This is an optimization exercise on Yosys and OpenROAD, whose aim is small area, a short achievable clock period and few clock cycles, not a production implementation.
In this exercise RTL edits were held to simulation tests only and were not proved equivalent to the original.
Power and IR drop assume default switching activity.

## amber
==> flow/design.v <==
module block_ram_fill #(
  parameter int    AddrBusSize = 9,
  parameter int    NumElements = 512,
  parameter int    ElementSize = 8,
  parameter int    LaneSize    = 8,
  parameter bit    WriteFirst  = 1'b0
) (
  input  logic                              i_CLK,
  input  logic                              i_RST_n,
  input  logic                              i_write_en,
  input  logic [ElementSize/LaneSize-1:0]   i_write_lanes,
  input  logic [AddrBusSize-1:0]            i_write_addr,
  input  logic [ElementSize-1:0]            i_write_data,
  input  logic                              i_read_en,
  input  logic [AddrBusSize-1:0]            i_read_addr,
  output logic [ElementSize-1:0]            o_read_data,
  output logic                              o_read_valid,
  input  logic                              i_fill_start,
  input  logic [ElementSize-1:0]            i_fill_data,
  output logic                              o_busy,
  output logic                              o_fill_done
);
  localparam int Lanes = ElementSize / LaneSize;
  logic [NumElements-1:0][ElementSize-1:0] mem;
  logic                   busy_q;
  logic                   rd_vld_q;
  logic [ElementSize-1:0] rd_dat_q;
  logic                   fill_go;
  logic                   wr_go;
  logic [ElementSize-1:0] wr_dat;
  assign fill_go = i_RST_n & ~busy_q & i_fill_start;
  assign wr_go   = i_RST_n & ~busy_q & i_write_en & (i_write_addr < AddrBusSize'(NumElements));
  assign wr_dat  = fill_go ? i_fill_data : i_write_data;
  always_ff @(posedge i_CLK) begin
    if (!i_RST_n) begin
      busy_q   <= 1'b0;
      rd_vld_q <= 1'b0;
    end else begin
      busy_q   <= fill_go;
      rd_vld_q <= i_read_en;
    end
  end
  always_ff @(posedge i_CLK) begin
    rd_dat_q <= (i_read_addr < AddrBusSize'(NumElements)) ? mem[i_read_addr[7:0]] : '0;
  end
  for (genvar w = 0; w < NumElements; w++) begin : g_word
    for (genvar k = 0; k < Lanes; k++) begin : g_lane
      always_ff @(posedge i_CLK) begin
        if (fill_go || (wr_go && i_write_lanes[k] && i_write_addr == AddrBusSize'(w)))
          mem[w][k*LaneSize +: LaneSize] <= wr_dat[k*LaneSize +: LaneSize];
      end
    end
  end
  assign o_read_data  = rd_dat_q;
  assign o_read_valid = rd_vld_q;
  assign o_busy       = busy_q;
  assign o_fill_done  = busy_q;
endmodule
module ram_fill_top (
  input  logic        i_CLK,
  input  logic        i_RST_n,
  input  logic        i_write_en,
  input  logic [1:0]  i_write_lanes,
  input  logic [8:0]  i_write_addr,
  input  logic [15:0] i_write_data,
  input  logic        i_read_en,
  input  logic [8:0]  i_read_addr,
  output logic [15:0] o_read_data,
  output logic        o_read_valid,
  input  logic        i_fill_start,
  input  logic [15:0] i_fill_data,
  output logic        o_busy,
  output logic        o_fill_done
);
  block_ram_fill #(
    .AddrBusSize(9),
    .NumElements(256),
    .ElementSize(16),
    .LaneSize(8),
    .WriteFirst(1'b0)
  ) u_ram (
    .i_CLK        (i_CLK),
    .i_RST_n      (i_RST_n),
    .i_write_en   (i_write_en),
    .i_write_lanes(i_write_lanes),
    .i_write_addr (i_write_addr),
    .i_write_data (i_write_data),
    .i_read_en    (i_read_en),
    .i_read_addr  (i_read_addr),
    .o_read_data  (o_read_data),
    .o_read_valid (o_read_valid),
    .i_fill_start (i_fill_start),
    .i_fill_data  (i_fill_data),
    .o_busy       (o_busy),
    .o_fill_done  (o_fill_done)
  );
endmodule
export LEC_CHECK = 0
export CAP_MARGIN = 20
export CORE_MARGIN = 2
export CORE_UTILIZATION = 60
export CTS_CLUSTER_DIAMETER = 80
export CTS_CLUSTER_SIZE = 30
export PLACE_DENSITY = 0.72
export SETUP_SLACK_MARGIN = 2.5
export SLEW_MARGIN = 20
export TNS_END_PERCENT = 20
create_clock -name core_clock -period 5.0 [get_ports {i_CLK}]
standard.sh (not shown) runs the stock make flow with config.mk's settings and CLKGATE_MAP_FILE= SYNTH_SCRIPT=/design/flow/synth_recipe.tcl, a recipe that flattens the netlist after the stock synthesis.
==> flow/flow/run.sh <==
#!/bin/bash
# Standard layout, with CTS run without dummy loads. Each tool's output goes to a log here.
set -euo pipefail
bash standard.sh \
  "CTS_ARGS=-sink_clustering_enable -repair_clock_nets -sink_clustering_size 30 -sink_clustering_max_diameter 80 -dont_use_dummy_load" \
  finish > flow_make.log 2>&1
Testbench counts of amber, summed over its fixed seeds: cycles 16,136.
Relative to amber, the following input files were edited for quartz:
# amber
export LEC_CHECK = 0
export CAP_MARGIN = 20
export CORE_MARGIN = 2
export CORE_UTILIZATION = 60
export CTS_CLUSTER_DIAMETER = 80
export CTS_CLUSTER_SIZE = 30
export PLACE_DENSITY = 0.72
export SETUP_SLACK_MARGIN = 2.5
export SLEW_MARGIN = 20
export TNS_END_PERCENT = 20
create_clock -name core_clock -period 5.0 [get_ports {i_CLK}]
# quartz
export LEC_CHECK = 0
export CAP_MARGIN = 10
export CORE_MARGIN = 2
export CORE_UTILIZATION = 55
export CTS_CLUSTER_DIAMETER = 80
export CTS_CLUSTER_SIZE = 30
export PLACE_DENSITY = 0.68
export SETUP_SLACK_MARGIN = 2.5
export SLEW_MARGIN = 10
export TNS_END_PERCENT = 10
create_clock -name core_clock -period 5.0 [get_ports {i_CLK}]
[summary]
Number of iterations in the first detailed-routing pass in quartz is 2 higher than in amber. quartz ended up with a lower instance count on the critical path than amber did. quartz vs. amber: design area stayed essentially flat; power spent charging and discharging nets went up; worst setup slack before clock tree synthesis saw a decrease. Setup slack in quartz is larger than in amber. Compared with amber, quartz shows reg-to-reg setup timing slack higher by 0.10 ns. Of amber and quartz, amber shows the lower worst reg-to-reg path cell count, with quartz above it.
### quartz -> juniper
# quartz
export LEC_CHECK = 0
export CAP_MARGIN = 10
export CORE_MARGIN = 2
export CORE_UTILIZATION = 55
export CTS_CLUSTER_DIAMETER = 80
export CTS_CLUSTER_SIZE = 30
export PLACE_DENSITY = 0.68
export SETUP_SLACK_MARGIN = 2.5
export SLEW_MARGIN = 10
export TNS_END_PERCENT = 10
create_clock -name core_clock -period 5.0 [get_ports {i_CLK}]
# juniper
export LEC_CHECK = 0
export CAP_MARGIN = 20
export CORE_MARGIN = 2
export CORE_UTILIZATION = 45
export CTS_CLUSTER_DIAMETER = 80
export CTS_CLUSTER_SIZE = 30
export SETUP_SLACK_MARGIN = 2.5
export SLEW_MARGIN = 20
create_clock -name core_clock -period 5.0 [get_ports {i_CLK}]
==> flow/run.sh (new file) <==
#!/bin/bash
# synth_recipe.tcl (not shown) runs the flow's synth.tcl, then flattens the netlist and writes it again
# the make line also repeats each setting of config.mk as NAME=value (left out here)
make -C /OpenROAD-flow-scripts/flow DESIGN_CONFIG=/design/flow/config.mk WORK_HOME=/design/flow/orfs CLKGATE_MAP_FILE= SYNTH_SCRIPT=/design/flow/synth_recipe.tcl finish
removed: flow/flow/run.sh
removed: flow/standard.sh
[summary]
Max worst supply voltage drop on vdd across juniper and quartz: juniper
juniper: no failed stages, no open violations at the end
Per the comparison of juniper with quartz, fraction of the cycle the final worst path needs picked up an extra 2.4 points, synthesized cell count neither gained nor lost much, overall global routing resource usage lost 3.7 points.
On worst setup slack, juniper does worse than quartz.
As far as instance count along the most critical hold path goes, juniper and quartz are indistinguishable; the numbers are identical.
Looking at leakage power across juniper and quartz, the one that comes out higher is juniper.
Input changes introduced in xenon (baseline for comparison: juniper):
# juniper
export LEC_CHECK = 0
export CAP_MARGIN = 20
export CORE_MARGIN = 2
export CORE_UTILIZATION = 45
export CTS_CLUSTER_DIAMETER = 80
export CTS_CLUSTER_SIZE = 30
export SETUP_SLACK_MARGIN = 2.5
export SLEW_MARGIN = 20
create_clock -name core_clock -period 5.0 [get_ports {i_CLK}]
# xenon
export LEC_CHECK = 0
export CAP_MARGIN = 20
export CORE_MARGIN = 2
export CORE_UTILIZATION = 45
export SLEW_MARGIN = 20
create_clock -name core_clock -period 5.0 [get_ports {i_CLK}]
==> comparison <==
On xenon: worst hold slack is 0.28 ns higher than what juniper gave. From juniper to xenon the numbers moved as follows: data required time of the critical path shows an increase of 0.05 ns, combinational power share decreased by 2.8 points relative to the old numbers, wire length of the first global-routing pass saw a decrease, area share of buffers outside the clock network dropped 2.4 points, number of nets in the layout about even. Going from juniper to xenon, data arrival at the endpoint of the critical path increased 1.40 ns; count of clock-buffer cells in the layout shows an increase of 298. The final area was comparable across juniper and xenon.

[re-timing with driven ports]
In the flow no input, the clock included, has a driving cell. The finished layouts below were timed again as built, in two steps.
Step 1 (the two cells are an assumption about what drives the block):
set clk [get_ports {i_CLK}]
set_driving_cell -lib_cell sky130_fd_sc_hd__clkbuf_16 $clk
set_driving_cell -lib_cell sky130_fd_sc_hd__buf_2 [delete_from_list [all_inputs] $clk]
Step 2 adds t to the input delays and takes it off the output delays; t is the mean of the earliest and latest rising clock arrival at the registers after step 1. Input paths then give back, and output paths get back, about the clock's delay inside the block.
Slacks: no drivers / after step 1 / after step 2; pairs: no drivers / after step 1.
run	t, ns	setup slack, ns	hold WS [ns]	latest minus earliest clock arrival (ns)	cell pins on the clock port's net
amber	0.976	2.196 / 1.853 / 0.877	0.365 / 0.286 / 0.943	0.121 / 0.122	1
quartz	0.975	2.258 / 1.688 / 0.713	0.365 / 0.288 / 0.841	0.135 / 0.135	1
juniper	1.050	2.136 / 1.875 / 0.825	0.329 / 0.243 / 1.073	0.076 / 0.076	1
xenon	1.058	0.776 / 0.677 / -0.381	0.612 / 0.528 / 1.057	0.071 / 0.071	1
Met with ideal ports but missed after step 2: setup timing in xenon. For quartz, which loses most, drivers alone change the setup slack by -0.570 ns; drivers and shift together by -1.545 ns.
